What follows belongs to an exercise in optimizing a design on an open flow for a short achievable clock period and few clock cycles; a production flow would make more cautious choices.
Function was checked by simulation only, so behaviour that the tests miss may differ from the original.
Power and IR drop assume default switching activity.

`design/flow/config.mk`:
```
export PLATFORM = sky130hd
export DESIGN_NAME = fiber_bank
export DESIGN_NICKNAME = fiber_bank
export VERILOG_FILES = /design/flow/design.v
export SDC_FILE = /design/flow/constraint.sdc
export NUM_CORES = 4
export LEC_CHECK = 0
export CAP_MARGIN = 50
export CORE_MARGIN = 2
export CORE_UTILIZATION = 40
export SLEW_MARGIN = 60
```
`design/flow/constraint.sdc`:
```
create_clock -name core_clock -period 12.0 [get_ports {i_clk}]
set_input_delay 2.4000 -clock core_clock [delete_from_list [all_inputs] [get_ports {i_clk}]]
set_output_delay 2.4000 -clock core_clock [all_outputs]
set_load 0.01 [all_outputs]
```
`design/flow/design.v`:
```
`default_nettype none
package fiber_bank_geom_pkg;
    localparam int ADDR_W = 16;
    localparam int DATA_W = 16;
    localparam int SETS  = 16;
    localparam int WAYS  = 4;
    localparam int SET_W = $clog2(SETS);
    localparam int TAG_W = ADDR_W - SET_W;
    localparam int WAY_W = $clog2(WAYS);
    localparam int RRPV_W      = 2;
    localparam int RRPV_MAX    = 3;
    localparam int RRPV_INSERT = 2;
    typedef logic [WAYS-1:0] way_mask_t;
endpackage
`default_nettype wire
`default_nettype none
package fiber_bank_proto_pkg;
    typedef enum logic [1:0] {
        OP_FETCH   = 2'd0,
        OP_WRITE   = 2'd1,
        OP_CONSUME = 2'd2
    } req_op_t;
    typedef enum logic [2:0] {
        ST_IDLE      = 3'd0,
        ST_LOOKUP    = 3'd1,
        ST_WRITEBACK = 3'd2,
        ST_FILL      = 3'd3,
        ST_RESPOND   = 3'd4
    } bank_state_t;
endpackage
`default_nettype wire
`timescale 1ns/1ps
`default_nettype none
import fiber_bank_geom_pkg::*;
module srrip_victim (
    input  wire fiber_bank_geom_pkg::way_mask_t i_valid,
    input  wire [fiber_bank_geom_pkg::WAYS-1:0][fiber_bank_geom_pkg::RRPV_W-1:0] i_rrpv,
    output fiber_bank_geom_pkg::way_mask_t o_victim_way,
    output logic [fiber_bank_geom_pkg::RRPV_W-1:0] o_age_amount
);
    fiber_bank_geom_pkg::way_mask_t m3, m2, m1, cand, first_cand, first_invalid;
    logic any3, any2, any1, all_valid;
    always_comb begin
        for (int w = 0; w < WAYS; w++) begin
            m3[w] = (i_rrpv[w] == 2'd3);
            m2[w] = (i_rrpv[w] == 2'd2);
            m1[w] = (i_rrpv[w] == 2'd1);
        end
    end
    assign any3 = |m3;
    assign any2 = |m2;
    assign any1 = |m1;
    assign all_valid = &i_valid;
    assign cand = any3 ? m3 : any2 ? m2 : any1 ? m1 : '1;
    always_comb begin
        for (int w = 0; w < WAYS; w++) begin
            first_cand[w]    = cand[w];
            first_invalid[w] = !i_valid[w];
            for (int u = 0; u < w; u++) begin
                first_cand[w]    = first_cand[w] && !cand[u];
                first_invalid[w] = first_invalid[w] && i_valid[u];
            end
        end
    end
    assign o_victim_way = all_valid ? first_cand : first_invalid;
    assign o_age_amount = !all_valid ? 2'd0 : any3 ? 2'd0 : any2 ? 2'd1 : any1 ? 2'd2 : 2'd3;
endmodule
`default_nettype wire
`timescale 1ns/1ps
`default_nettype none
import fiber_bank_geom_pkg::*;
module fiber_bank (
    input  wire                                     i_clk,
    input  wire                                     i_reset,
    input  wire                                     i_req_valid,
    input  wire fiber_bank_proto_pkg::req_op_t      i_req_op,
    input  wire [fiber_bank_geom_pkg::ADDR_W-1:0]   i_req_addr,
    input  wire [fiber_bank_geom_pkg::DATA_W-1:0]   i_req_data,
    output wire                                     o_req_ready,
    output wire                                     o_pe_valid,
    output wire [fiber_bank_geom_pkg::DATA_W-1:0]   o_pe_data,
    input  wire                                     i_pe_ready,
    output wire                                     o_dram_wr_valid,
    output wire [fiber_bank_geom_pkg::ADDR_W-1:0]   o_dram_addr,
    output wire [fiber_bank_geom_pkg::DATA_W-1:0]   o_dram_wr_data,
    input  wire                                     i_dram_wr_ready,
    output wire                                     o_dram_rd_ready,
    input  wire                                     i_dram_rd_valid,
    input  wire [fiber_bank_geom_pkg::DATA_W-1:0]   i_dram_rd_data
);
    localparam int NL    = SETS * WAYS;
    localparam int OPQ   = 16;               
    localparam int OPQ_W = $clog2(OPQ);
    localparam int RSQ   = 32;               
    localparam int RSQ_W = $clog2(RSQ);
    localparam int RID_W = 5;                
    localparam logic [1:0] OP_FETCH   = 2'd0;
    localparam logic [1:0] OP_WRITE   = 2'd1;
    logic [NL-1:0]                 ln_v;
    logic [NL-1:0]                 ln_d;
    logic [NL-1:0]                 ln_p;      
    logic [NL-1:0][RRPV_W-1:0]     ln_rr;
    logic [NL-1:0][TAG_W-1:0]      ln_tag;
    logic [NL-1:0][RID_W-1:0]      ln_rid;
    logic [NL-1:0][DATA_W-1:0]     ln_data;
    logic                          w_v;
    logic [SETS-1:0]               w_soh;
    logic [WAYS-1:0]               w_lv, w_ld, w_lp;
    logic [WAYS-1:0][RRPV_W-1:0]   w_rr;
    logic [WAYS-1:0]               w_iway;    
    logic [TAG_W-1:0]              w_itag;
    logic [RID_W-1:0]              w_irid;
    logic              fill_v;
    logic [DATA_W-1:0] fill_d;
    logic [RID_W-1:0]  fill_rid;
    logic [RID_W-1:0]  rid_ctr;
    logic [NL-1:0]     ln_fm, ln_pf;
    always_comb begin
        for (int i = 0; i < NL; i++) begin
            ln_fm[i] = fill_v && (ln_rid[i] == fill_rid);
            ln_pf[i] = ln_p[i] && !ln_fm[i];
        end
    end
    logic              rdy_q;
    logic              sk_v;
    logic [1:0]        sk_op;
    logic [ADDR_W-1:0] sk_addr;
    logic [DATA_W-1:0] sk_data;
    logic              p_v;
    logic [1:0]        p_op;
    logic [ADDR_W-1:0] p_addr;
    logic [DATA_W-1:0] p_data;
    logic              l_v;
    logic [1:0]        l_op;
    logic [ADDR_W-1:0] l_addr;
    logic [DATA_W-1:0] l_data;
    logic [SETS-1:0]   l_soh;
    logic [SETS-1:0]   l_sel;      
    logic              l_selw;     
    logic              l_can_q;    
    logic [NL-1:0]     l_m;        
    logic              l_wm;       
    wire acc    = i_req_valid && rdy_q;
    wire l_go   = l_v && l_can_q;
    wire l_free = !l_v || l_can_q;
    wire p_free = !p_v || l_free;
    assign o_req_ready = rdy_q;
    always_ff @(posedge i_clk) begin
        if (i_reset) begin
            rdy_q <= 1'b1;
            sk_v  <= 1'b0;
            p_v   <= 1'b0;
            l_v   <= 1'b0;
        end else begin
            if (l_free) l_v <= p_v;
            if (p_free) begin
                p_v   <= sk_v || acc;
                sk_v  <= sk_v && acc;
                rdy_q <= !(sk_v && acc);
            end else begin
                sk_v  <= sk_v || acc;
                rdy_q <= !(sk_v || acc);
            end
        end
    end
    always_ff @(posedge i_clk) begin
        if (p_free) begin
            if (sk_v) begin
                p_op   <= sk_op;
                p_addr <= sk_addr;
                p_data <= sk_data;
            end else begin
                p_op   <= i_req_op;
                p_addr <= i_req_addr;
                p_data <= i_req_data;
            end
        end
        if (!sk_v) begin
            sk_op   <= i_req_op;
            sk_addr <= i_req_addr;
            sk_data <= i_req_data;
        end
    end
    wire [SET_W-1:0] p_set  = p_addr[SET_W-1:0];
    wire             n_selw = l_v && (p_set == l_addr[SET_W-1:0]);
    wire [TAG_W-1:0] n_tag = l_free ? p_addr[ADDR_W-1:SET_W] : l_addr[ADDR_W-1:SET_W];
    always_ff @(posedge i_clk) begin
        for (int s = 0; s < SETS; s++) begin
            for (int w = 0; w < WAYS; w++) begin
                l_m[s*WAYS+w] <= (((w_v && w_soh[s] && w_iway[w]) ? w_itag : ln_tag[s*WAYS+w]) == n_tag);
            end
        end
        l_wm <= (l_addr[ADDR_W-1:SET_W] == n_tag);
    end
    always_ff @(posedge i_clk) begin
        if (l_free) begin
            l_selw <= n_selw;
            for (int s = 0; s < SETS; s++) begin
                l_soh[s] <= (p_set == SET_W'(s));
                l_sel[s] <= (p_set == SET_W'(s)) && !n_selw;
            end
            l_op   <= p_op;
            l_addr <= p_addr;
            l_data <= p_data;
        end else begin
            l_selw <= 1'b0;
            l_sel  <= l_soh;
        end
    end
    wire [TAG_W-1:0] l_tag = l_addr[ADDR_W-1:SET_W];
    wire [SET_W-1:0] l_set = l_addr[SET_W-1:0];
    logic [WAYS-1:0]               w_fmw, w_pf;
    logic [WAYS-1:0]               c_v, c_d, c_p;
    logic [WAYS-1:0][RRPV_W-1:0]   c_rr;
    always_comb begin
        for (int w = 0; w < WAYS; w++) begin
            w_fmw[w] = 1'b0;
            for (int s = 0; s < SETS; s++) w_fmw[w] = w_fmw[w] | (w_soh[s] & ln_fm[s*WAYS+w]);
            w_pf[w] = w_lp[w] && (w_iway[w] || !w_fmw[w]);
            c_v[w]  = l_selw & w_lv[w];
            c_d[w]  = l_selw & w_ld[w];
            c_p[w]  = l_selw & w_pf[w];
            c_rr[w] = {RRPV_W{l_selw}} & w_rr[w];
            for (int s = 0; s < SETS; s++) begin
                c_v[w]  = c_v[w]  | (l_sel[s] & ln_v[s*WAYS+w]);
                c_d[w]  = c_d[w]  | (l_sel[s] & ln_d[s*WAYS+w]);
                c_p[w]  = c_p[w]  | (l_sel[s] & ln_pf[s*WAYS+w]);
                c_rr[w] = c_rr[w] | ({RRPV_W{l_sel[s]}} & ln_rr[s*WAYS+w]);
            end
        end
    end
    logic [WAYS-1:0]   ibw, a_match, hit_w;
    always_comb begin
        for (int w = 0; w < WAYS; w++) begin
            ibw[w]     = l_selw & w_iway[w];
            a_match[w] = 1'b0;
            for (int s = 0; s < SETS; s++) a_match[w] = a_match[w] | (l_soh[s] & l_m[s*WAYS+w]);
            hit_w[w]   = c_v[w] && (ibw[w] ? l_wm : a_match[w]);
        end
    end
    wire hit = |hit_w;
    logic [WAYS-1:0]   vic_w;
    logic [RRPV_W-1:0] age_amt;
    srrip_victim u_victim (
        .i_valid      (c_v),
        .i_rrpv       (c_rr),
        .o_victim_way (vic_w),
        .o_age_amount (age_amt)
    );
    wire is_fetch   = (l_op == OP_FETCH);
    wire is_write   = (l_op == OP_WRITE);
    wire is_consume = !is_fetch && !is_write;
    wire alloc = !hit && !is_consume;                    
    wire [WAYS-1:0] inst_w  = alloc ? vic_w : '0;
    wire [WAYS-1:0] touch_w = !is_consume ? hit_w : '0;
    wire [WAYS-1:0] inval_w = is_consume ? hit_w : '0;
    logic              vic_dirty;
    logic              hit_p;
    always_comb begin
        vic_dirty = 1'b0; hit_p = 1'b0;
        for (int w = 0; w < WAYS; w++) begin
            vic_dirty = vic_dirty | (vic_w[w] & c_v[w] & c_d[w]);
            hit_p     = hit_p     | (hit_w[w] & c_p[w]);
        end
    end
    wire wb_need = alloc && vic_dirty;
    wire rd_need = !hit && !is_write;                    
    wire op_push = l_go && (wb_need || rd_need);
    wire rs_push = l_go && !is_write;
    always_ff @(posedge i_clk) begin
        if (i_reset) begin
            w_v <= 1'b0;
        end else begin
            w_v <= l_go;
        end
        w_soh  <= l_soh;
        w_iway <= l_go ? inst_w : '0;
        w_itag <= l_tag;
        w_irid <= rid_ctr;
        for (int w = 0; w < WAYS; w++) begin
            w_lv[w] <= inst_w[w] || (c_v[w] && !inval_w[w]);
            w_ld[w] <= inst_w[w] ? is_write : ((c_d[w] || (touch_w[w] && is_write)) && !inval_w[w]);
            w_lp[w] <= inst_w[w] ? is_fetch : (c_p[w] && !inval_w[w] && !(touch_w[w] && is_write));
            w_rr[w] <= inst_w[w] ? RRPV_W'(RRPV_INSERT) : touch_w[w] ? '0
                     : alloc ? c_rr[w] + age_amt : c_rr[w];
        end
    end
    always_ff @(posedge i_clk) begin
        for (int s = 0; s < SETS; s++) begin
            for (int w = 0; w < WAYS; w++) begin
                if (i_reset) begin
                    ln_v[s*WAYS+w]  <= 1'b0;
                    ln_d[s*WAYS+w]  <= 1'b0;
                    ln_p[s*WAYS+w]  <= 1'b0;
                    ln_rr[s*WAYS+w] <= '0;
                end else if (w_v && w_soh[s]) begin
                    ln_v[s*WAYS+w]  <= w_lv[w];
                    ln_d[s*WAYS+w]  <= w_ld[w];
                    ln_p[s*WAYS+w]  <= w_pf[w];
                    ln_rr[s*WAYS+w] <= w_rr[w];
                end else if (ln_fm[s*WAYS+w]) begin
                    ln_p[s*WAYS+w]  <= 1'b0;
                end
            end
        end
    end
    always_ff @(posedge i_clk) begin
        for (int s = 0; s < SETS; s++) begin
            for (int w = 0; w < WAYS; w++) begin
                if (w_v && w_soh[s] && w_iway[w]) begin
                    ln_tag[s*WAYS+w] <= w_itag;
                    ln_rid[s*WAYS+w] <= w_irid;
                end
            end
        end
    end
    logic              q_v;
    logic              q_rs, q_op, q_dwe;
    logic [NL-1:0]     q_lsel;     
    logic              q_rs_p;
    logic              q_hit;
    logic [RID_W-1:0]  q_nrid;
    logic              q_hw, q_hr;
    logic [ADDR_W-1:0] q_addr;
    logic [DATA_W-1:0] q_data;
    always_ff @(posedge i_clk) begin
        if (i_reset) begin
            q_rs  <= 1'b0;
            q_op  <= 1'b0;
            q_dwe <= 1'b0;
        end else begin
            q_rs  <= rs_push;
            q_op  <= op_push;
            q_dwe <= l_go && is_write;
        end
        for (int s = 0; s < SETS; s++) begin
            for (int w = 0; w < WAYS; w++) begin
                q_lsel[s*WAYS+w] <= l_soh[s] && (hit ? hit_w[w] : vic_w[w]);
            end
        end
        q_rs_p   <= hit ? hit_p : 1'b1;
        q_hit    <= hit;
        q_nrid   <= rid_ctr;
        q_hw     <= wb_need;
        q_hr     <= rd_need;
        q_addr   <= l_addr;
        q_data   <= l_data;
    end
    logic [DATA_W-1:0] q_word;
    logic [TAG_W-1:0]  q_vtag;
    logic [RID_W-1:0]  q_hrid;
    always_comb begin
        q_word = '0;
        q_vtag = '0;
        q_hrid = '0;
        for (int i = 0; i < NL; i++) begin
            q_word = q_word | ({DATA_W{q_lsel[i]}} & ln_data[i]);
            q_vtag = q_vtag | ({TAG_W{q_lsel[i]}}  & ln_tag[i]);
            q_hrid = q_hrid | ({RID_W{q_lsel[i]}}  & ln_rid[i]);
        end
    end
    wire [RID_W-1:0] q_rs_rid = q_hit ? q_hrid : q_nrid;
    always_ff @(posedge i_clk) begin
        for (int s = 0; s < SETS; s++) begin
            for (int w = 0; w < WAYS; w++) begin
                if (q_dwe && q_lsel[s*WAYS+w]) begin
                    ln_data[s*WAYS+w] <= q_data;
                end else if (ln_fm[s*WAYS+w] && ((w_v && w_soh[s]) ? (w_lp[w] && !w_iway[w])
                                                                   : ln_p[s*WAYS+w])) begin
                    ln_data[s*WAYS+w] <= fill_d;
                end
            end
        end
    end
    logic [RSQ-1:0]              rq_p;
    logic [RSQ-1:0][RID_W-1:0]   rq_rid;
    logic [RSQ-1:0][DATA_W-1:0]  rq_d;
    logic [RSQ_W-1:0]            rq_wp;
    logic [RSQ-1:0]              rq_rph;    
    logic [RSQ_W:0]              rq_cnt;
    logic                        pe_v_q;
    logic [DATA_W-1:0]           pe_d_q;
    logic [DATA_W-1:0]           pe_d_h;    
    wire               q_fm    = fill_v && q_rs_p && (q_rs_rid == fill_rid);
    logic              rq_hp, rq_hok;
    logic [DATA_W-1:0] rq_hd0;
    always_comb begin
        rq_hp  = 1'b0;
        rq_hok = 1'b0;
        rq_hd0 = '0;
        for (int i = 0; i < RSQ; i++) begin
            rq_hp  = rq_hp  | (rq_rph[i] & rq_p[i]);
            rq_hok = rq_hok | (rq_rph[i] & (!rq_p[i] || (fill_v && rq_rid[i] == fill_rid)));
            rq_hd0 = rq_hd0 | ({DATA_W{rq_rph[i]}} & rq_d[i]);
        end
    end
    wire               rq_hrdy = (rq_cnt != '0) && rq_hok;
    wire [DATA_W-1:0]  rq_hd   = rq_hp ? fill_d : rq_hd0;
    wire               pe_take = !pe_v_q || i_pe_ready;
    wire               rs_pop  = pe_take && rq_hrdy;
    wire [RSQ_W:0]     rq_cnt_a = rq_cnt + (RSQ_W+1)'(q_rs);
    wire               rq_room_n = rs_push ? (rq_cnt_a < (RSQ_W+1)'(RSQ - 1))
                                           : (rq_cnt_a < (RSQ_W+1)'(RSQ));
    wire               rq_full = (rq_cnt == (RSQ_W+1)'(RSQ));
    assign o_pe_valid = pe_v_q;
    assign o_pe_data  = pe_d_q;
    always_ff @(posedge i_clk) begin
        if (i_reset) begin
            rq_wp  <= '0;
            rq_rph <= RSQ'(1);
            rq_cnt <= '0;
            pe_v_q <= 1'b0;
        end else begin
            rq_cnt <= rs_pop ? rq_cnt_a - 1'b1 : rq_cnt_a;
            if (q_rs)   rq_wp  <= rq_wp + 1'b1;
            if (rs_pop) rq_rph <= {rq_rph[RSQ-2:0], rq_rph[RSQ-1]};
            pe_v_q <= rq_hrdy || (pe_v_q && !i_pe_ready);
        end
        pe_d_q <= pe_take ? rq_hd : pe_d_h;
        if (pe_take) pe_d_h <= rq_hd;
        for (int i = 0; i < RSQ; i++) begin
            if (!rq_full && rq_wp == RSQ_W'(i)) begin
                rq_p[i]   <= q_rs_p && !q_fm;
                rq_rid[i] <= q_rs_rid;
                rq_d[i]   <= q_fm ? fill_d : q_word;
            end else if (fill_v && rq_p[i] && rq_rid[i] == fill_rid) begin
                rq_p[i] <= 1'b0;
                rq_d[i] <= fill_d;
            end
        end
    end
    logic [OPQ-1:0]              oq_hw, oq_hr;
    logic [OPQ-1:0][TAG_W-1:0]   oq_wt;
    logic [OPQ-1:0][ADDR_W-1:0]  oq_ra;
    logic [OPQ-1:0][DATA_W-1:0]  oq_wd;
    logic [OPQ_W-1:0]            oq_wp;
    logic [OPQ-1:0]              oq_rph;    
    logic [OPQ_W:0]              oq_cnt;
    logic                        wdone_q;
    logic                        wr_v_q, rd_r_q;
    logic [ADDR_W-1:0]           dram_a_q, dram_a_h;     
    logic [DATA_W-1:0]           dram_wd_q, dram_wd_h;   
    logic              h_hw, h_hr;
    logic [TAG_W-1:0]  h_wt;
    logic [ADDR_W-1:0] h_ra;
    logic [DATA_W-1:0] h_wd;
    always_comb begin
        h_hw = 1'b0; h_hr = 1'b0; h_wt = '0; h_ra = '0; h_wd = '0;
        for (int i = 0; i < OPQ; i++) begin
            h_hw = h_hw | (oq_rph[i] & oq_hw[i]);
            h_hr = h_hr | (oq_rph[i] & oq_hr[i]);
            h_wt = h_wt | ({TAG_W{oq_rph[i]}}  & oq_wt[i]);
            h_ra = h_ra | ({ADDR_W{oq_rph[i]}} & oq_ra[i]);
            h_wd = h_wd | ({DATA_W{oq_rph[i]}} & oq_wd[i]);
        end
    end
    wire bus_free = (!wr_v_q && !rd_r_q) || (wr_v_q && i_dram_wr_ready)
                    || (rd_r_q && i_dram_rd_valid);
    wire oq_hv    = (oq_cnt != '0);
    wire do_w     = oq_hv && h_hw && !wdone_q;
    wire op_pop   = bus_free && oq_hv && !(do_w && h_hr);
    wire [OPQ_W:0] oq_cnt_a = oq_cnt + (OPQ_W+1)'(q_op);
    wire           oq_room_n = op_push ? (oq_cnt_a < (OPQ_W+1)'(OPQ - 1))
                                       : (oq_cnt_a < (OPQ_W+1)'(OPQ));
    wire           oq_full = (oq_cnt == (OPQ_W+1)'(OPQ));
    wire [ADDR_W-1:0] h_addr = do_w ? {h_wt, h_ra[SET_W-1:0]} : h_ra;
    assign o_dram_wr_valid = wr_v_q;
    assign o_dram_rd_ready = rd_r_q;
    assign o_dram_addr     = dram_a_q;
    assign o_dram_wr_data  = dram_wd_q;
    always_ff @(posedge i_clk) begin
        if (i_reset) begin
            oq_wp    <= '0;
            oq_rph   <= OPQ'(1);
            oq_cnt   <= '0;
            wdone_q  <= 1'b0;
            wr_v_q   <= 1'b0;
            rd_r_q   <= 1'b0;
            fill_v   <= 1'b0;
            fill_rid <= '0;
            rid_ctr  <= '0;
            l_can_q  <= 1'b1;
        end else begin
            oq_cnt <= op_pop ? oq_cnt_a - 1'b1 : oq_cnt_a;
            if (q_op)   oq_wp  <= oq_wp + 1'b1;
            if (op_pop) oq_rph <= {oq_rph[OPQ-2:0], oq_rph[OPQ-1]};
            wr_v_q <= (bus_free && do_w) || (wr_v_q && !i_dram_wr_ready);
            rd_r_q <= (bus_free && oq_hv && !do_w) || (rd_r_q && !i_dram_rd_valid);
            if (bus_free) wdone_q <= do_w && h_hr;
            fill_v <= rd_r_q && i_dram_rd_valid;
            if (fill_v) fill_rid <= fill_rid + 1'b1;
            if (l_go && rd_need) rid_ctr <= rid_ctr + 1'b1;
            l_can_q <= oq_room_n && rq_room_n;
        end
        dram_a_q  <= bus_free ? h_addr : dram_a_h;
        dram_wd_q <= bus_free ? h_wd   : dram_wd_h;
        if (bus_free) begin
            dram_a_h  <= h_addr;
            dram_wd_h <= h_wd;
        end
        fill_d <= i_dram_rd_data;
        for (int i = 0; i < OPQ; i++) begin
            if (!oq_full && oq_wp == OPQ_W'(i)) begin
                oq_hw[i] <= q_hw;
                oq_hr[i] <= q_hr;
                oq_wt[i] <= q_vtag;
                oq_wd[i] <= q_word;
                oq_ra[i] <= q_addr;
            end
        end
    end
endmodule
`default_nettype wire
```
`design/flow/flow/run.sh`:
```
#!/bin/bash
set -euo pipefail
bash standard.sh \
    "BUFFER_PORTS_ARGS=-buffer_cell sky130_fd_sc_hd__buf_4" \
    SETUP_SLACK_MARGIN=8.0 \
    TNS_END_PERCENT=10 \
    finish > standard.log 2>&1
```
`design/flow/standard.sh`:
```
#!/bin/bash
# synth_recipe.tcl (not shown) runs the flow's synth.tcl, then flattens the netlist and writes it again
# the make line also repeats each setting of config.mk as NAME=value (left out here)
make -C /OpenROAD-flow-scripts/flow DESIGN_CONFIG=/design/flow/config.mk WORK_HOME=/design/flow/orfs CLKGATE_MAP_FILE= SYNTH_SCRIPT=/design/flow/synth_recipe.tcl "${@:-finish}"
```
==> metrics.yaml, run 1 <==
run_status:
  status: "finished clean"
drt:
  drt-total-wl_mm: 934.4
  drt-initial-drc-count: 29010
  vias: 148000
  avgRoutedWirePerCell_um: 42.50
  avgViaCountPerCell: 6.729
  drc: 0
  antenna_left: 0
  firstDrtPassIters: 9
place:
  io_buffers: 107
  place_hpwl_mm: 592.5
  gp_congestion: 1.083
timing:
  fin_skew_ps: 85.53
  setup_viol: 0
  final-hold-violation-count: 0
  post-route-period-util: 0.3586
  whs_ps: 335.7
  timing.slew.headroom: 0.4844
  post-route-min-period_ps: 4303
  slew_violations: 0
  rsz0062_at_grt: "true"
  finalSetupTns_ps: 0
  max_freq_mhz: 232.4
  worstMarginPinSlew_ps: 773.4
logic_synthesis:
  yosysMostFrequentCell: "edfxtp_1"
  synth_flop_cell: "edfxtp_1"
  syn_area_um2: 191500
  synth_edf_count: 2916
  syn_inst: 15150
  postSynth.asyncResetShare: 0
  synth-seq-cells: 4373
  avgSynthCellArea_um2: 12.64
  synthesis.nets: 15230
  synth_top_area_cell: "edfxtp_1"
  seq_area_frac_synth: 0.6096
  synth_common_cells: "2916 x edfxtp_1, 1828 x mux2_2, 1457 x dfxtp_1, 1325 x nand2_1, 1153 x clkbuf_1"
  synth.area.top_cells: "edfxtp_1 46%, dfxtp_1 15%, mux2_2 11%"
  synth_top_cell_area_share: 0.4573
  synth.distinct_cells: 71
  yosys_warnings: 2
setup_path:
  critPathArrivalTime_ps: 5080
  crit_start: "ln_rid[52]"
  rr_endpoint: "rq_d[28]"
  end_kind: "flop"
  cp-start-kind: "flop"
  r2r_setup_slack_ps: 7700
  cp_data_required_time_ps: 12780
  r2r_cells: 12
  critPathMaxFanout: 33
  worstReg2RegStart: "ln_rid[52]"
  crit_type: "flop to flop"
hold_path:
  min_to: "q_data[4]"
  hold_class: "flop to flop"
  min_path_cells: 0
  hp-start: "l_data[4]"
pwr:
  fin_total_pwr_uw: 35030
  leakage_uw: 0.07829
  p_per_area_nw_per_um2: 157.1
  ir_worst_vdd_mv: 0.1495
floorplan:
  core-area_um2: 477700
  row_count: 254
  ios: 108
  initial_core_util: 0.4009
  dieWidth_um: 695.9
  die_y_um: 695.9
  dieArea_um2: 484200
clock_tree:
  htreeDepth: 5
  clock-sinks: 4373
  cts_made_buffers: 457
  clk_latency_ps: 1090
  cts_root_buffer: "clkbuf_16"
  clk_path_buf_depth: 4
  cts_tree: "done"
  path_clk_slew_ps: 60
global_routing:
  grt_pass1_wl_mm: 1221
  grtUsageTotal: 0.3704
  grt_pass1_vias: 133600
  grt_remaining_overflow: 0
  grt_max_degree: 78
  antenna_found_initial: 83
final_layout:
  drive_gt1_frac: 0.2667
  area_growth_pct: 16.45
  final_nets: 15170
  final_util: 0.4668
run:
  maxCapViolations: 0
## cell families (layout without fill, tap and decap cells)
| logic type | count (synthesis) | count (layout) | synth area share |
|---|---|---|---|
| DFF | 4373 | 4373 | 0.6096 |
| AOI/OAI and AO/OA | 3081 | 3081 | 0.1163 |
| and+or+nand+nor | 2804 | 2804 | 0.06825 |
| muxes | 1908 | 1908 | 0.1117 |
| buffers and inverters | 1657 | 1996 | 0.03312 |
| xor gates and xnor gates | 1301 | 1301 | 0.05951 |
| adders and majority gates | 23 | 23 | 0.001503 |
| other | 0 | 102 | 0 |
## cells in the final DEF, fill, tap and decap left out, types with 472 or more instances in the layout
cell,netlist,routed
nand2_1,1325,1220
edfxtp_1,2916,2916
mux2_2,1828,1828
a22oi_1,504,494
a22o_1,674,674
clkbuf_16,0,472
dfxtp_1,1457,1284
xnor2_1,896,886
buf_4,0,522
a221oi_1,691,599
## worst max-delay path, cell delays in order (launching register included)
cell      delay [ps]
edfxtp_1         620
a222oi_1         610
nand4_1          420
nor4_4           440
a21oi_4          150
buf_12           190
xnor2_2          140
nand4_1          120
or3_4            410
buf_12           190
mux2i_4          360
buf_6            220
o21ai_0          110
## power breakdown
part	switching (uW)	leakage (uW)	internal (uW)
Clock	6360	0.00732	8120
Combinational	2570	0.0325	1240
Sequential	303	0.0385	16400
## cell type report
cell class / count / area [um2]
Clock buffer: 610 / 12560
Fill cell: 42210 / 254700
Tap cell: 6400 / 8008
Inverter: 173 / 649.4
Sequential cell: 4373 / 117200
Clock inverter: 240 / 2349
Timing Repair Buffer: 973 / 10350
Antenna cell: 102 / 255.2
Multi-Input combinational cell: 9117 / 71640
## per-layer routing
layer / routed length [um] / track usage
met1: 336300 / 0.4725
met2: 371400 / 0.5101
met3: 149900 / 0.1582
met4: 76130 / 0.2393
met5: 660 / 0.001800
## metrics by stage
stage / cell area (um2) / cells / setup slack [ps]
after floorplan: 191500 / 15150 / 7712
final: 223000 / 21990 / 7697
after global routing: 222900 / 21940 / 7856
after CTS: 220600 / 21780 / 7816
after detailed placement: 204700 / 20900 / 7060
after global placement: 200300 / 20710 / 6209
## state kept, by name, summed over array words and instances (netlist names), 32 cells and up
signal,cells
l_m,64
ln_d,64
ln_data,1024
ln_p,64
ln_rid,320
ln_rr,128
ln_tag,768
ln_v,64
oq_ra,256
oq_wd,256
oq_wt,192
q_lsel,64
rq_d,512
rq_p,32
rq_rid,160
rq_rph,32
## how the worst max path moves through the flow
stage / endpoint / slack (ps) / cells past startpoint
global placement: rq_d[15] / 6210 / 14
finish: rq_d[28] / 7700 / 12
global route: rq_d[484] / 7860 / 16
CTS: o_dram_wr_data[14] / 7820 / 1
detailed placement: rq_d[258] / 7060 / 16
floorplan: oq_hr[2] / 7710 / 4
## repair_timing
action	4_1_cts	5_1_grt
buffers inserted	29	56
endpoints found under the setup margin	719	662
hold buffers	0	0
resized for setup	139	178
pin swaps	13	41
hold endpoints to repair	0	0
cloned	4	6
Testbench counts, summed over its fixed seeds: cycles 13,806.
==> run 2: changes to the inputs <==
--- a/design/flow/design.v
+++ b/design/flow/design.v
@@ -116,2 +116,4 @@
     logic [RID_W-1:0]  rid_ctr;
+    wire [RID_W-1:0]   fill_rid_n = fill_v ? fill_rid + 1'b1 : fill_rid;
+    logic [NL-1:0]     ln_rm;
     logic [NL-1:0]     ln_fm, ln_pf;
@@ -119,3 +121,3 @@
         for (int i = 0; i < NL; i++) begin
-            ln_fm[i] = fill_v && (ln_rid[i] == fill_rid);
+            ln_fm[i] = fill_v && ln_rm[i];
             ln_pf[i] = ln_p[i] && !ln_fm[i];
@@ -312,2 +314,5 @@
                     ln_rid[s*WAYS+w] <= w_irid;
+                    ln_rm[s*WAYS+w]  <= (w_irid == fill_rid_n);
+                end else begin
+                    ln_rm[s*WAYS+w]  <= (ln_rid[s*WAYS+w] == fill_rid_n);
                 end
@@ -362,2 +367,34 @@
     wire [RID_W-1:0] q_rs_rid = q_hit ? q_hrid : q_nrid;
+    logic q_hrm;
+    always_comb begin
+        q_hrm = 1'b0;
+        for (int i = 0; i < NL; i++) q_hrm = q_hrm | (q_lsel[i] & ln_rm[i]);
+    end
+    wire q_fm = fill_v && q_rs_p && q_hit && q_hrm;
+    logic              r_rs, r_op;
+    logic              r_p, r_rm;
+    logic [RID_W-1:0]  r_rid;
+    logic [DATA_W-1:0] r_d;
+    logic              r_hw, r_hr;
+    logic [TAG_W-1:0]  r_wt;
+    logic [ADDR_W-1:0] r_ra;
+    logic [DATA_W-1:0] r_wd;
+    always_ff @(posedge i_clk) begin
+        if (i_reset) begin
+            r_rs <= 1'b0;
+            r_op <= 1'b0;
+        end else begin
+            r_rs <= q_rs;
+            r_op <= q_op;
+        end
+        r_p   <= q_rs_p && !q_fm;
+        r_rm  <= (q_rs_rid == fill_rid_n);
+        r_rid <= q_rs_rid;
+        r_d   <= q_fm ? fill_d : q_word;
+        r_hw  <= q_hw;
+        r_hr  <= q_hr;
+        r_wt  <= q_vtag;
+        r_ra  <= q_addr;
+        r_wd  <= q_word;
+    end
     always_ff @(posedge i_clk) begin
@@ -375,2 +412,3 @@
     logic [RSQ-1:0]              rq_p;
+    logic [RSQ-1:0]              rq_rm;     
     logic [RSQ-1:0][RID_W-1:0]   rq_rid;
@@ -382,24 +420,23 @@
     logic [DATA_W-1:0]           pe_d_q;
-    logic [DATA_W-1:0]           pe_d_h;    
-    wire               q_fm    = fill_v && q_rs_p && (q_rs_rid == fill_rid);
-    logic              rq_hp, rq_hok;
-    logic [DATA_W-1:0] rq_hd0;
+    wire               r_fm    = fill_v && r_p && r_rm;
+    wire [RSQ-1:0]     rq_rph1 = {rq_rph[RSQ-2:0], rq_rph[RSQ-1]};
+    logic              rq_ok0, rq_ok1;
+    logic [DATA_W-1:0] rq_d0, rq_d1;
     always_comb begin
-        rq_hp  = 1'b0;
-        rq_hok = 1'b0;
-        rq_hd0 = '0;
+        rq_ok0 = 1'b0; rq_ok1 = 1'b0; rq_d0 = '0; rq_d1 = '0;
         for (int i = 0; i < RSQ; i++) begin
-            rq_hp  = rq_hp  | (rq_rph[i] & rq_p[i]);
-            rq_hok = rq_hok | (rq_rph[i] & (!rq_p[i] || (fill_v && rq_rid[i] == fill_rid)));
-            rq_hd0 = rq_hd0 | ({DATA_W{rq_rph[i]}} & rq_d[i]);
+            rq_ok0 = rq_ok0 | (rq_rph[i]  & (!rq_p[i] || (fill_v && rq_rm[i])));
+            rq_ok1 = rq_ok1 | (rq_rph1[i] & (!rq_p[i] || (fill_v && rq_rm[i])));
+            rq_d0  = rq_d0  | ({DATA_W{rq_rph[i]}}  & (rq_p[i] ? fill_d : rq_d[i]));
+            rq_d1  = rq_d1  | ({DATA_W{rq_rph1[i]}} & (rq_p[i] ? fill_d : rq_d[i]));
         end
     end
-    wire               rq_hrdy = (rq_cnt != '0) && rq_hok;
-    wire [DATA_W-1:0]  rq_hd   = rq_hp ? fill_d : rq_hd0;
-    wire               pe_take = !pe_v_q || i_pe_ready;
-    wire               rs_pop  = pe_take && rq_hrdy;
-    wire [RSQ_W:0]     rq_cnt_a = rq_cnt + (RSQ_W+1)'(q_rs);
-    wire               rq_room_n = rs_push ? (rq_cnt_a < (RSQ_W+1)'(RSQ - 1))
-                                           : (rq_cnt_a < (RSQ_W+1)'(RSQ));
+    wire               rs_pop  = pe_v_q && i_pe_ready;
+    wire [RSQ_W:0]     rq_cnt_a = rq_cnt + (RSQ_W+1)'(r_rs);
+    wire [RSQ_W:0]     rq_cnt_b = rq_cnt_a + (RSQ_W+1)'(q_rs);
+    wire               rq_room_n = rs_push ? (rq_cnt_b < (RSQ_W+1)'(RSQ - 1))
+                                           : (rq_cnt_b < (RSQ_W+1)'(RSQ));
     wire               rq_full = (rq_cnt == (RSQ_W+1)'(RSQ));
+    wire               rq_av0  = (rq_cnt != '0);
+    wire               rq_av1  = (rq_cnt > (RSQ_W+1)'(1));
     assign o_pe_valid = pe_v_q;
@@ -414,16 +451,19 @@
             rq_cnt <= rs_pop ? rq_cnt_a - 1'b1 : rq_cnt_a;
-            if (q_rs)   rq_wp  <= rq_wp + 1'b1;
-            if (rs_pop) rq_rph <= {rq_rph[RSQ-2:0], rq_rph[RSQ-1]};
-            pe_v_q <= rq_hrdy || (pe_v_q && !i_pe_ready);
+            if (r_rs)   rq_wp  <= rq_wp + 1'b1;
+            if (rs_pop) rq_rph <= rq_rph1;
+            pe_v_q <= rs_pop ? (rq_av1 && rq_ok1) : (rq_av0 && rq_ok0);
         end
-        pe_d_q <= pe_take ? rq_hd : pe_d_h;
-        if (pe_take) pe_d_h <= rq_hd;
+        pe_d_q <= rs_pop ? rq_d1 : rq_d0;
         for (int i = 0; i < RSQ; i++) begin
             if (!rq_full && rq_wp == RSQ_W'(i)) begin
-                rq_p[i]   <= q_rs_p && !q_fm;
-                rq_rid[i] <= q_rs_rid;
-                rq_d[i]   <= q_fm ? fill_d : q_word;
-            end else if (fill_v && rq_p[i] && rq_rid[i] == fill_rid) begin
-                rq_p[i] <= 1'b0;
-                rq_d[i] <= fill_d;
+                rq_p[i]   <= r_p && !r_fm;
+                rq_rid[i] <= r_rid;
+                rq_d[i]   <= r_fm ? fill_d : r_d;
+                rq_rm[i]  <= (r_rid == fill_rid_n);
+            end else begin
+                if (fill_v && rq_p[i] && rq_rm[i]) begin
+                    rq_p[i] <= 1'b0;
+                    rq_d[i] <= fill_d;
+                end
+                rq_rm[i] <= (rq_rid[i] == fill_rid_n);
             end
@@ -438,30 +478,40 @@
     logic [OPQ_W:0]              oq_cnt;
-    logic                        wdone_q;
+    logic                        wdone_q;   
     logic                        wr_v_q, rd_r_q;
-    logic [ADDR_W-1:0]           dram_a_q, dram_a_h;     
-    logic [DATA_W-1:0]           dram_wd_q, dram_wd_h;   
-    logic              h_hw, h_hr;
-    logic [TAG_W-1:0]  h_wt;
-    logic [ADDR_W-1:0] h_ra;
-    logic [DATA_W-1:0] h_wd;
+    logic [ADDR_W-1:0]           dram_a_q;
+    logic [DATA_W-1:0]           dram_wd_q;
+    wire [OPQ-1:0]     oq_rph1 = {oq_rph[OPQ-2:0], oq_rph[OPQ-1]};
+    logic              h0_hw, h0_hr, h1_hw;
+    logic [TAG_W-1:0]  h0_wt, h1_wt;
+    logic [ADDR_W-1:0] h0_ra, h1_ra;
+    logic [DATA_W-1:0] h0_wd, h1_wd;
     always_comb begin
-        h_hw = 1'b0; h_hr = 1'b0; h_wt = '0; h_ra = '0; h_wd = '0;
+        h0_hw = 1'b0; h0_hr = 1'b0; h0_wt = '0; h0_ra = '0; h0_wd = '0;
+        h1_hw = 1'b0; h1_wt = '0; h1_ra = '0; h1_wd = '0;
         for (int i = 0; i < OPQ; i++) begin
-            h_hw = h_hw | (oq_rph[i] & oq_hw[i]);
-            h_hr = h_hr | (oq_rph[i] & oq_hr[i]);
-            h_wt = h_wt | ({TAG_W{oq_rph[i]}}  & oq_wt[i]);
-            h_ra = h_ra | ({ADDR_W{oq_rph[i]}} & oq_ra[i]);
-            h_wd = h_wd | ({DATA_W{oq_rph[i]}} & oq_wd[i]);
-        end
-    end
-    wire bus_free = (!wr_v_q && !rd_r_q) || (wr_v_q && i_dram_wr_ready)
-                    || (rd_r_q && i_dram_rd_valid);
-    wire oq_hv    = (oq_cnt != '0);
-    wire do_w     = oq_hv && h_hw && !wdone_q;
-    wire op_pop   = bus_free && oq_hv && !(do_w && h_hr);
-    wire [OPQ_W:0] oq_cnt_a = oq_cnt + (OPQ_W+1)'(q_op);
-    wire           oq_room_n = op_push ? (oq_cnt_a < (OPQ_W+1)'(OPQ - 1))
-                                       : (oq_cnt_a < (OPQ_W+1)'(OPQ));
+            h0_hw = h0_hw | (oq_rph[i] & oq_hw[i]);
+            h0_hr = h0_hr | (oq_rph[i] & oq_hr[i]);
+            h0_wt = h0_wt | ({TAG_W{oq_rph[i]}}  & oq_wt[i]);
+            h0_ra = h0_ra | ({ADDR_W{oq_rph[i]}} & oq_ra[i]);
+            h0_wd = h0_wd | ({DATA_W{oq_rph[i]}} & oq_wd[i]);
+            h1_hw = h1_hw | (oq_rph1[i] & oq_hw[i]);
+            h1_wt = h1_wt | ({TAG_W{oq_rph1[i]}}  & oq_wt[i]);
+            h1_ra = h1_ra | ({ADDR_W{oq_rph1[i]}} & oq_ra[i]);
+            h1_wd = h1_wd | ({DATA_W{oq_rph1[i]}} & oq_wd[i]);
+        end
+    end
+    wire wr_done = wr_v_q && i_dram_wr_ready;
+    wire rd_done = rd_r_q && i_dram_rd_valid;
+    wire op_pop  = rd_done || (wr_done && !h0_hr);
+    wire wdone_n = (wdone_q || wr_done) && !op_pop;
+    wire [OPQ_W:0] oq_cnt_a = oq_cnt + (OPQ_W+1)'(r_op);
+    wire [OPQ_W:0] oq_cnt_b = oq_cnt_a + (OPQ_W+1)'(q_op);
+    wire           oq_room_n = op_push ? (oq_cnt_b < (OPQ_W+1)'(OPQ - 1))
+                                       : (oq_cnt_b < (OPQ_W+1)'(OPQ));
     wire           oq_full = (oq_cnt == (OPQ_W+1)'(OPQ));
-    wire [ADDR_W-1:0] h_addr = do_w ? {h_wt, h_ra[SET_W-1:0]} : h_ra;
+    wire           oq_av0  = (oq_cnt != '0);
+    wire           oq_av1  = (oq_cnt > (OPQ_W+1)'(1));
+    wire           n0_w    = h0_hw && !wdone_n;
+    wire [ADDR_W-1:0] n0_a = n0_w  ? {h0_wt, h0_ra[SET_W-1:0]} : h0_ra;
+    wire [ADDR_W-1:0] n1_a = h1_hw ? {h1_wt, h1_ra[SET_W-1:0]} : h1_ra;
     assign o_dram_wr_valid = wr_v_q;
@@ -483,9 +533,9 @@
         end else begin
-            oq_cnt <= op_pop ? oq_cnt_a - 1'b1 : oq_cnt_a;
-            if (q_op)   oq_wp  <= oq_wp + 1'b1;
-            if (op_pop) oq_rph <= {oq_rph[OPQ-2:0], oq_rph[OPQ-1]};
-            wr_v_q <= (bus_free && do_w) || (wr_v_q && !i_dram_wr_ready);
-            rd_r_q <= (bus_free && oq_hv && !do_w) || (rd_r_q && !i_dram_rd_valid);
-            if (bus_free) wdone_q <= do_w && h_hr;
-            fill_v <= rd_r_q && i_dram_rd_valid;
+            oq_cnt  <= op_pop ? oq_cnt_a - 1'b1 : oq_cnt_a;
+            if (r_op)   oq_wp  <= oq_wp + 1'b1;
+            if (op_pop) oq_rph <= oq_rph1;
+            wdone_q <= wdone_n;
+            wr_v_q  <= op_pop ? (oq_av1 && h1_hw)  : (oq_av0 && n0_w);
+            rd_r_q  <= op_pop ? (oq_av1 && !h1_hw) : (oq_av0 && !n0_w);
+            fill_v  <= rd_done;
             if (fill_v) fill_rid <= fill_rid + 1'b1;
@@ -494,8 +544,4 @@
         end
-        dram_a_q  <= bus_free ? h_addr : dram_a_h;
-        dram_wd_q <= bus_free ? h_wd   : dram_wd_h;
-        if (bus_free) begin
-            dram_a_h  <= h_addr;
-            dram_wd_h <= h_wd;
-        end
+        dram_a_q  <= op_pop ? n1_a  : n0_a;
+        dram_wd_q <= op_pop ? h1_wd : h0_wd;
         fill_d <= i_dram_rd_data;
@@ -503,7 +549,7 @@
             if (!oq_full && oq_wp == OPQ_W'(i)) begin
-                oq_hw[i] <= q_hw;
-                oq_hr[i] <= q_hr;
-                oq_wt[i] <= q_vtag;
-                oq_wd[i] <= q_word;
-                oq_ra[i] <= q_addr;
+                oq_hw[i] <= r_hw;
+                oq_hr[i] <= r_hr;
+                oq_wt[i] <= r_wt;
+                oq_wd[i] <= r_wd;
+                oq_ra[i] <= r_ra;
             end
==> design/flow/flow/run.sh (replaced) <==
#!/bin/bash
set -euo pipefail
bash standard.sh \
    "BUFFER_PORTS_ARGS=-buffer_cell sky130_fd_sc_hd__buf_4" \
    SETUP_SLACK_MARGIN=7.9 \
    TNS_END_PERCENT=10 \
    MATCH_CELL_FOOTPRINT=0 \
    finish > standard.log 2>&1
==> metrics.yaml, run 2 <==
timing:
  final-hold-violation-count: 0  # unchanged
  max_freq_mhz: 242.0  # was 232.4 MHz
  slew_violations: 0  # unchanged
  post-route-min-period_ps: 4133  # was 4303 ps
  setup_viol: 0  # unchanged
  worstMarginPinSlew_ps: 712.7  # was 773.4 ps
  post-route-period-util: 0.3444  # was 0.3586
  fin_skew_ps: 154.5  # was 85.53 ps
  finalSetupTns_ps: 0  # unchanged
  rsz0062_at_grt: "true"  # unchanged
  timing.slew.headroom: 0.5242  # was 0.4844
run:
  maxCapViolations: 0  # unchanged
floorplan:
  dieArea_um2: 526800  # was 484200 um2
  dieWidth_um: 725.8  # was 695.9 um
  ios: 108  # unchanged
  core-area_um2: 519900  # was 477700 um2
  initial_core_util: 0.4009  # about the same
  row_count: 265  # was 254
  die_y_um: 725.8  # was 695.9 um
pwr:
  leakage_uw: 0.08159  # was 0.07829 uW
  p_per_area_nw_per_um2: 147.5  # was 157.1 nW/um2
  fin_total_pwr_uw: 35250  # was 35030 uW
  ir_worst_vdd_mv: 0.1325  # was 0.1495 mV
final_layout:
  final_cell_mix: "2868 x edfxtp_1, 2338 x mux2_2, 1530 x nand2_1"  # was 2916 x edfxtp_1, 1828 x mux2_2, 1284 x dfxtp_1
  drive_gt1_frac: 0.2644  # was 0.2667
  final_common_cell: "edfxtp_1"  # unchanged
  final_nets: 17020  # was 15170
  largest-register: "ln_data"  # unchanged
  nFillCells: 47090  # was 42210
  largest_reg_flops: 1024  # unchanged
  area_growth_pct: 14.67  # was 16.45%
  largestRegisters: "ln_data: 1024 flops, ln_tag: 768 flops, rq_d: 512 flops"  # unchanged
  final_util: 0.4597  # was 0.4668
place:
  gp_congestion: 1.033  # was 1.083
  io_buffers: 107  # unchanged
  place_hpwl_mm: 656.9  # was 592.5 mm
drt:
  antenna_left: 0  # unchanged
  drt-initial-drc-count: 31300  # was 29010
  avgViaCountPerCell: 6.839  # was 6.729
  drt-total-wl_mm: 1015  # was 934.4 mm
  firstDrtPassIters: 9  # unchanged
  vias: 166700  # was 148000
  avgRoutedWirePerCell_um: 41.65  # was 42.50 um
  drc: 0  # unchanged
setup_path:
  crit_type: "flop to primary output"  # was flop to flop
  critPathArrivalTime_ps: 1730  # was 5080 ps
  critical_path_buf_inv_count: 1  # was 3
  path_delay_family: "flip-flops"  # was simple AND/OR/NAND/NOR gates
  max_stage_delay_ps: 440  # was 620 ps
  cp-start-kind: "flop"  # unchanged
  path_cells: "buf_4"  # was a222oi_1 > nand4_1 > nor4_4 > a21oi_4 > buf_12 > xnor2_2 > nand4_1 > or3_4 > buf_12 > mux2i_4 > buf_6 > o21ai_0
  end_kind: "primary output"  # was flop
  critPathMaxFanout: 1  # was 33
  cp_data_required_time_ps: 9600  # was 12780 ps
  cpMaxStageDelayCell: "dfxtp_2"  # was edfxtp_1
logic_synthesis:
  syn_area_um2: 208400  # was 191500 um2
  synth_common_cells: "2868 x edfxtp_1, 2338 x mux2_2, 1672 x dfxtp_1, 1644 x nand2_1, 1500 x clkbuf_1"  # was 2916 x edfxtp_1, 1828 x mux2_2, 1457 x dfxtp_1, 1325 x nand2_1, 1153 x clkbuf_1
  yosysMostFrequentCell: "edfxtp_1"  # unchanged
  synth_flop_cell: "edfxtp_1"  # unchanged
  yosys_warnings: 2  # unchanged
  synth.area.top_cells: "edfxtp_1 41%, dfxtp_1 16%, mux2_2 13%"  # was edfxtp_1 46%, dfxtp_1 15%, mux2_2 11%
  synth-seq-cells: 4540  # was 4373
  synth_top_cell_area_share: 0.4132  # was 0.4573
  avgSynthCellArea_um2: 12.06  # was 12.64 um2
  seq_area_frac_synth: 0.5738  # was 0.6096
  synth_edf_count: 2868  # was 2916
  syn_inst: 17280  # was 15150
  postSynth.asyncResetShare: 0  # unchanged
  synth_top_area_cell: "edfxtp_1"  # unchanged
  synthesis.nets: 17360  # was 15230
  synth.distinct_cells: 72  # was 71
clock_tree:
  cts_made_buffers: 482  # was 457
  cts_root_buffer: "clkbuf_16"  # unchanged
  cts_hold_buf: 0  # unchanged
  clk_path_buf_depth: 4  # unchanged
  cts_tree: "done"  # unchanged
  path_clk_slew_ps: 60  # about the same
  clk_latency_ps: 1160  # was 1090 ps
  htreeDepth: 5  # unchanged
  clock-sinks: 4540  # was 4373
global_routing:
  grt_pass1_wl_mm: 1348  # was 1221 mm
  grt_max_degree: 92  # was 78
  grt_pass1_vias: 152900  # was 133600
  grt_remaining_overflow: 0  # unchanged
  grtUsageTotal: 0.3682  # was 0.3704
  antenna_found_initial: 101  # was 83
hold_path:
  hold_class: "flop to flop"  # unchanged
run_status:
  status: "finished clean"  # unchanged
## run 2: worst paths after layout
check | from | end | slack, ps | cells past startpoint
hold / removal | l_addr[1] | q_addr[1] | 300 | 0
setup reg to reg | l_soh[8] | q_lsel[58] | 7880 | 11
setup / recovery | dram_a_q[12] | o_dram_addr[12] | 7870 | 1
hold reg to reg | l_addr[1] | q_addr[1] | 300 | 0
## run 2: cell families (layout without fill, tap and decap cells)
family | after synthesis | in the layout | synth area share
buf+inv | 1892 | 1977 | 0.03437
compound gates | 3921 | 3921 | 0.1359
fa+ha+maj | 26 | 26 | 0.001561
xor+xnor | 1284 | 1284 | 0.05396
mux | 2371 | 2371 | 0.1279
simple gates | 3245 | 3245 | 0.07248
other cells | 0 | 73 | 0
flops | 4540 | 4540 | 0.5738
## run 2: per-layer routing
metal  global-route usage  share of wire  vias up
met2               0.5138           0.40    14670
met3               0.1412           0.15     3635
met1               0.4741           0.37    83260
met4               0.2384          0.082       56
met5             0.003810        0.00064        -
li1                     -              -    65100
## run 2: where the power goes
part           internal, uW  total (uW)  leakage [uW]  switching (uW)
registers             16800       17200        0.0397             413
clock network          8660       15400       0.00783            6760
logic                   928        2590        0.0341            1670
total                 26400       35300        0.0816            8840
## run 2: final cells by class
cell class	count	area, um2	area share
Sequential cell	4540	120100	0.5024
Multi-Input combinational cell	10850	84150	0.3521
Clock buffer	686	13650	0.05712
Timing Repair Buffer	938	9472	0.03963
Tap cell	6942	8686	0.03634
Clock inverter	224	2303	0.009639
Inverter	129	484.2	0.002026
Antenna cell	73	182.7	0.0007644
## run 2: per-stage QoR
stage                     hold WS [ps]  worst slack, ps  instances  area, um2
after CTS                        326.9             7834      24260     237800
final                            299.3             7867      24380     239000
after detailed placement         317.7             7226      23350     221800
after floorplan                  309.6             7920      17280     208400
after global placement           314.4             7168      23160     217200
after global routing             327.8             7849      24320     238800
## run 2: repair_timing
item	CTS	global route
endpoints found under the setup margin	35	72
pin swaps	0	5
buffers inserted	0	7
resized for setup	30	3
Testbench counts of run 2, summed over its fixed seeds: cycles 13,753.
==> run 3: changes to the inputs <==
--- a/design/flow/design.v
+++ b/design/flow/design.v
@@ -187,3 +187,4 @@
     wire             n_selw = l_v && (p_set == l_addr[SET_W-1:0]);
-    wire [TAG_W-1:0] n_tag = l_free ? p_addr[ADDR_W-1:SET_W] : l_addr[ADDR_W-1:SET_W];
+    wire [TAG_W-1:0] p_tag = p_addr[ADDR_W-1:SET_W];
+    wire [TAG_W-1:0] s_tag = l_addr[ADDR_W-1:SET_W];
     always_ff @(posedge i_clk) begin
@@ -191,6 +192,8 @@
             for (int w = 0; w < WAYS; w++) begin
-                l_m[s*WAYS+w] <= (((w_v && w_soh[s] && w_iway[w]) ? w_itag : ln_tag[s*WAYS+w]) == n_tag);
+                l_m[s*WAYS+w] <= l_free
+                    ? (((w_v && w_soh[s] && w_iway[w]) ? w_itag : ln_tag[s*WAYS+w]) == p_tag)
+                    : (((w_v && w_soh[s] && w_iway[w]) ? w_itag : ln_tag[s*WAYS+w]) == s_tag);
             end
         end
-        l_wm <= (l_addr[ADDR_W-1:SET_W] == n_tag);
+        l_wm <= (l_addr[ADDR_W-1:SET_W] == (l_free ? p_tag : s_tag));
     end
==> design/flow/flow/run.sh (replaced) <==
#!/bin/bash
set -euo pipefail
bash standard.sh \
    "BUFFER_PORTS_ARGS=-buffer_cell sky130_fd_sc_hd__buf_4" \
    SETUP_SLACK_MARGIN=8.1 \
    TNS_END_PERCENT=10 \
    MATCH_CELL_FOOTPRINT=0 \
    finish > standard.log 2>&1
==> metrics.yaml, run 3 <==
logic_synthesis:
  synthesis.nets: 17360  # about the same
  synth.area.top_cells: "edfxtp_1 41%, dfxtp_1 16%, mux2_2 13%"  # unchanged
  postSynth.asyncResetShare: 0  # unchanged
  yosys_warnings: 2  # unchanged
  synth_top_cell_area_share: 0.4129  # was 0.4132
  synth_flop_cell: "edfxtp_1"  # unchanged
  synth.distinct_cells: 81  # was 72
  yosysMostFrequentCell: "edfxtp_1"  # unchanged
  synth_common_cells: "2868 x edfxtp_1, 2338 x mux2_2, 1672 x dfxtp_1, 1641 x nand2_1, 1461 x clkbuf_1"  # was 2868 x edfxtp_1, 2338 x mux2_2, 1672 x dfxtp_1, 1644 x nand2_1, 1500 x clkbuf_1
  synth_edf_count: 2868  # unchanged
  synth_top_area_cell: "edfxtp_1"  # unchanged
  synth-seq-cells: 4540  # unchanged
  seq_area_frac_synth: 0.5734  # was 0.5738
  avgSynthCellArea_um2: 12.07  # was 12.06 um2
  syn_inst: 17280  # about the same
  syn_area_um2: 208600  # was 208400 um2
floorplan:
  row_count: 265  # unchanged
  core-area_um2: 520200  # was 519900 um2
  ios: 108  # unchanged
  die_y_um: 726.1  # was 725.8 um
  initial_core_util: 0.4009  # about the same
  dieArea_um2: 527200  # was 526800 um2
  dieWidth_um: 726.1  # was 725.8 um
clock_tree:
  clk_path_buf_depth: 4  # unchanged
  clk_latency_ps: 1150  # was 1160 ps
  cts_made_buffers: 481  # was 482
  cts_hold_buf: 0  # unchanged
  htreeDepth: 5  # unchanged
  cts_tree: "done"  # unchanged
  clock-sinks: 4540  # unchanged
  cts_root_buffer: "clkbuf_16"  # unchanged
  path_clk_slew_ps: 60  # about the same
timing:
  fin_skew_ps: 164.0  # was 154.5 ps
  final-hold-violation-count: 0  # unchanged
  timing.slew.headroom: 0.5091  # was 0.5242
  max_freq_mhz: 238.3  # was 242.0 MHz
  setup_viol: 0  # unchanged
  rsz0062_at_grt: "true"  # unchanged
  finalSetupTns_ps: 0  # unchanged
  post-route-min-period_ps: 4197  # was 4133 ps
  setup_slack_ps: 7803  # was 7867 ps
  slew_violations: 0  # unchanged
  worstMarginPinSlew_ps: 736.3  # was 712.7 ps
  post-route-period-util: 0.3498  # was 0.3444
drt:
  firstDrtPassIters: 10  # was 9
  avgRoutedWirePerCell_um: 42.47  # was 41.65 um
  drc: 0  # unchanged
  drt-total-wl_mm: 1037  # was 1015 mm
  antenna_left: 0  # unchanged
  vias: 169500  # was 166700
  avgViaCountPerCell: 6.946  # was 6.839
  drt-initial-drc-count: 32390  # was 31300
pwr:
  leakage_uw: 0.08216  # was 0.08159 uW
  p_clk_frac: 0.436  # was 0.438
  fin_total_pwr_uw: 35180  # was 35250 uW
  switchingPower_uw: 8893  # was 8843 uW
  swShare: 0.2528  # was 0.2508
  p_per_area_nw_per_um2: 146.8  # was 147.5 nW/um2
  combPwrFrac: 0.074  # about the same
  seqPwrFrac: 0.490  # was 0.489
  ir_worst_vdd_mv: 0.1414  # was 0.1325 mV
  internal_power_uw: 26290  # was 26410 uW
setup_path:
  r2r_setup_slack_ps: 7990  # was 7880 ps
  r2r_cells: 10  # was 11
  crit_type: "flop to primary output"  # unchanged
  end_kind: "primary output"  # unchanged
  cpMaxStageDelayCell: "dfxtp_4"  # was dfxtp_2
  worstReg2RegStart: "q_lsel[34]"  # was l_soh[8]
  critPathArrivalTime_ps: 1800  # was 1730 ps
  rr_endpoint: "r_rm"  # was q_lsel[58]
  critPathMaxFanout: 2  # was 1
  path_delay_family: "flip-flops"  # unchanged
  cp-start-kind: "flop"  # unchanged
  max_stage_delay_ps: 500  # was 440 ps
  cp_data_required_time_ps: 9600  # about the same
  path_cells: "buf_4"  # unchanged
  crit_start: "dram_a_q[9]"  # was dram_a_q[12]
  critical_path_buf_inv_count: 1  # unchanged
hold_path:
  min_to: "r_ra[3]"  # was q_addr[1]
  hp-start: "q_addr[3]"  # was l_addr[1]
  hold_class: "flop to flop"  # unchanged
  min_path_cells: 0  # unchanged
place:
  placed_cell_area_um2: 222100  # was 221800 um2
  place_hpwl_mm: 658.2  # was 656.9 mm
  pre_cts_ws_ps: 7354  # was 7226 ps
  dp_cells: 23320  # was 23350
  io_buffers: 107  # unchanged
  gp_congestion: 1.065  # was 1.033
run_status:
  status: "finished clean"  # unchanged
global_routing:
  grtUsageTotal: 0.3754  # was 0.3682
  grt_pass1_vias: 153700  # was 152900
  grt_remaining_overflow: 0  # unchanged
  grt_max_degree: 86  # was 92
  antenna_found_initial: 110  # was 101
  grt_pass1_wl_mm: 1368  # was 1348 mm
final_layout:
  largest_reg_flops: 1024  # unchanged
  multiInputGateArea_um2: 84400  # was 84150 um2
  largestRegisters: "ln_data: 1024 flops, ln_tag: 768 flops, rq_d: 512 flops"  # unchanged
  final_cell_mix: "2868 x edfxtp_1, 2338 x mux2_2, 1511 x nand2_1"  # was 2868 x edfxtp_1, 2338 x mux2_2, 1530 x nand2_1
  nFillCells: 46730  # was 47090
  final_nets: 17020  # about the same
  final_common_cell: "edfxtp_1"  # unchanged
  regArea_um2: 120100  # about the same
  design_area_um2: 239600  # was 239000 um2
  largest-register: "ln_data"  # unchanged
  drive_gt1_frac: 0.2647  # was 0.2644
  area_growth_pct: 14.88  # was 14.67%
  stdcell_count: 24410  # was 24380
run:
  maxCapViolations: 0  # unchanged
==> run 3: changes by cell type in the layout (fill, tap and decap cells not counted), sizes merged, moves of 5 or more <==
cell,delta
clkbuf,-27
buf,+5
diode,+25
xor2,-8
a22oi,+8
nor2b,+17
xnor2,+7
nand3,+7
and2,-14
clkinv,+14
clkinvlp,+9
==> run 3: cells by family (layout without fill, tap and decap cells) <==
family                     after synthesis  after routing  synth area share
DFF                                   4540           4540            0.5734
other                                    0             98                 0
buffers and inverters                 1889           1976           0.03458
adders and majority gates               26             26          0.001560
xor gates and xnor gates              1283           1283           0.05388
AOI/OAI and AO/OA                     3917           3917            0.1357
muxes                                 2371           2371            0.1278
and+or+nand+nor                       3255           3255           0.07311
==> run 3: final cells by class <==
type | count | area share
Tap cell | 6942 | 0.03625
Timing Repair Buffer | 944 | 0.04127
Multi-Input combinational cell | 10850 | 0.3523
Antenna cell | 98 | 0.001023
Clock inverter | 251 | 0.01034
Sequential cell | 4540 | 0.5011
Clock buffer | 658 | 0.05581
Inverter | 123 | 0.001948
==> run 3: repair_timing <==
action / in CTS / in global routing
endpoints found under the setup margin: 84 / 133
gates resized for setup: 29 / 9
buffers inserted: 0 / 22
pin swaps: 0 / 6
==> run 3: power groups by stage <==
stage	clock network [uW]	logic [uW]	registers, uW
4_1_cts	15300	2490	17200
5_1_grt	15900	2690	17300
6_report	15300	2610	17300
3_3_place_gp	0	2250	17600
3_5_place_dp	0	2470	17600
2_1_floorplan	0	1400	17300
==> run 3: layer usage <==
layer / vias to the layer above / track usage / wire length [um]
met1: 84360 / 0.4809 / 375300
met3: 4013 / 0.1636 / 165200
met2: 15900 / 0.5099 / 406700
met5: - / 0.0008164 / 746
met4: 76 / 0.2488 / 88490
li1: 65170 / - / -
==> run 3: worst max-delay path by stage <==
stage | end | slack [ps] | depth (start not counted)
floorplan | oq_hr[0] | 7520 | 5
global placement | wr_v_q | 6980 | 9
detailed placement | dram_a_q[12] | 7350 | 10
CTS | o_dram_addr[13] | 7770 | 1
global route | o_dram_addr[13] | 7800 | 1
finish | o_dram_addr[9] | 7800 | 1
==> run 3: stage by stage <==
step / util / hold WS [ps]
4_1_cts: 0.4574 / 339.1
5_1_grt: 0.4602 / 344.6
3_5_place_dp: 0.4268 / 328.6
2_1_floorplan: - / 309.6
6_report: 0.4606 / 336.4
3_3_place_gp: 0.4172 / 327.2
Testbench counts of run 3, summed over its fixed seeds: cycles 13,753.

[port drivers added, routing unchanged]
Ports are ideal in the flow. The routed layouts listed here were re-timed in OpenROAD.
Step 1, drivers: a clkbuf_16 drives i_clk and a buf_2 each remaining input, both assumed.
Step 2 also shifts input and output timing later by t, the mid clock arrival at the registers, as if the neighbouring blocks saw the same clock.
a / b / c = no drivers / after step 1 / after step 2; a / b = the first two.
run | shift t [ns] | slack for setup (ns) | worst setup path after step 2
run 1 | 1.167 | 7.697 / 7.697 / 7.440 | input to register
run 2 | 1.217 | 7.867 / 7.731 / 7.250 | input to register
run 3 | 1.209 | 7.803 / 7.662 / 7.336 | input to register
After both steps setup and hold are still met in every run listed. For run 2, which loses most, drivers alone change the setup slack by -0.136 ns; drivers and shift together by -0.617 ns.
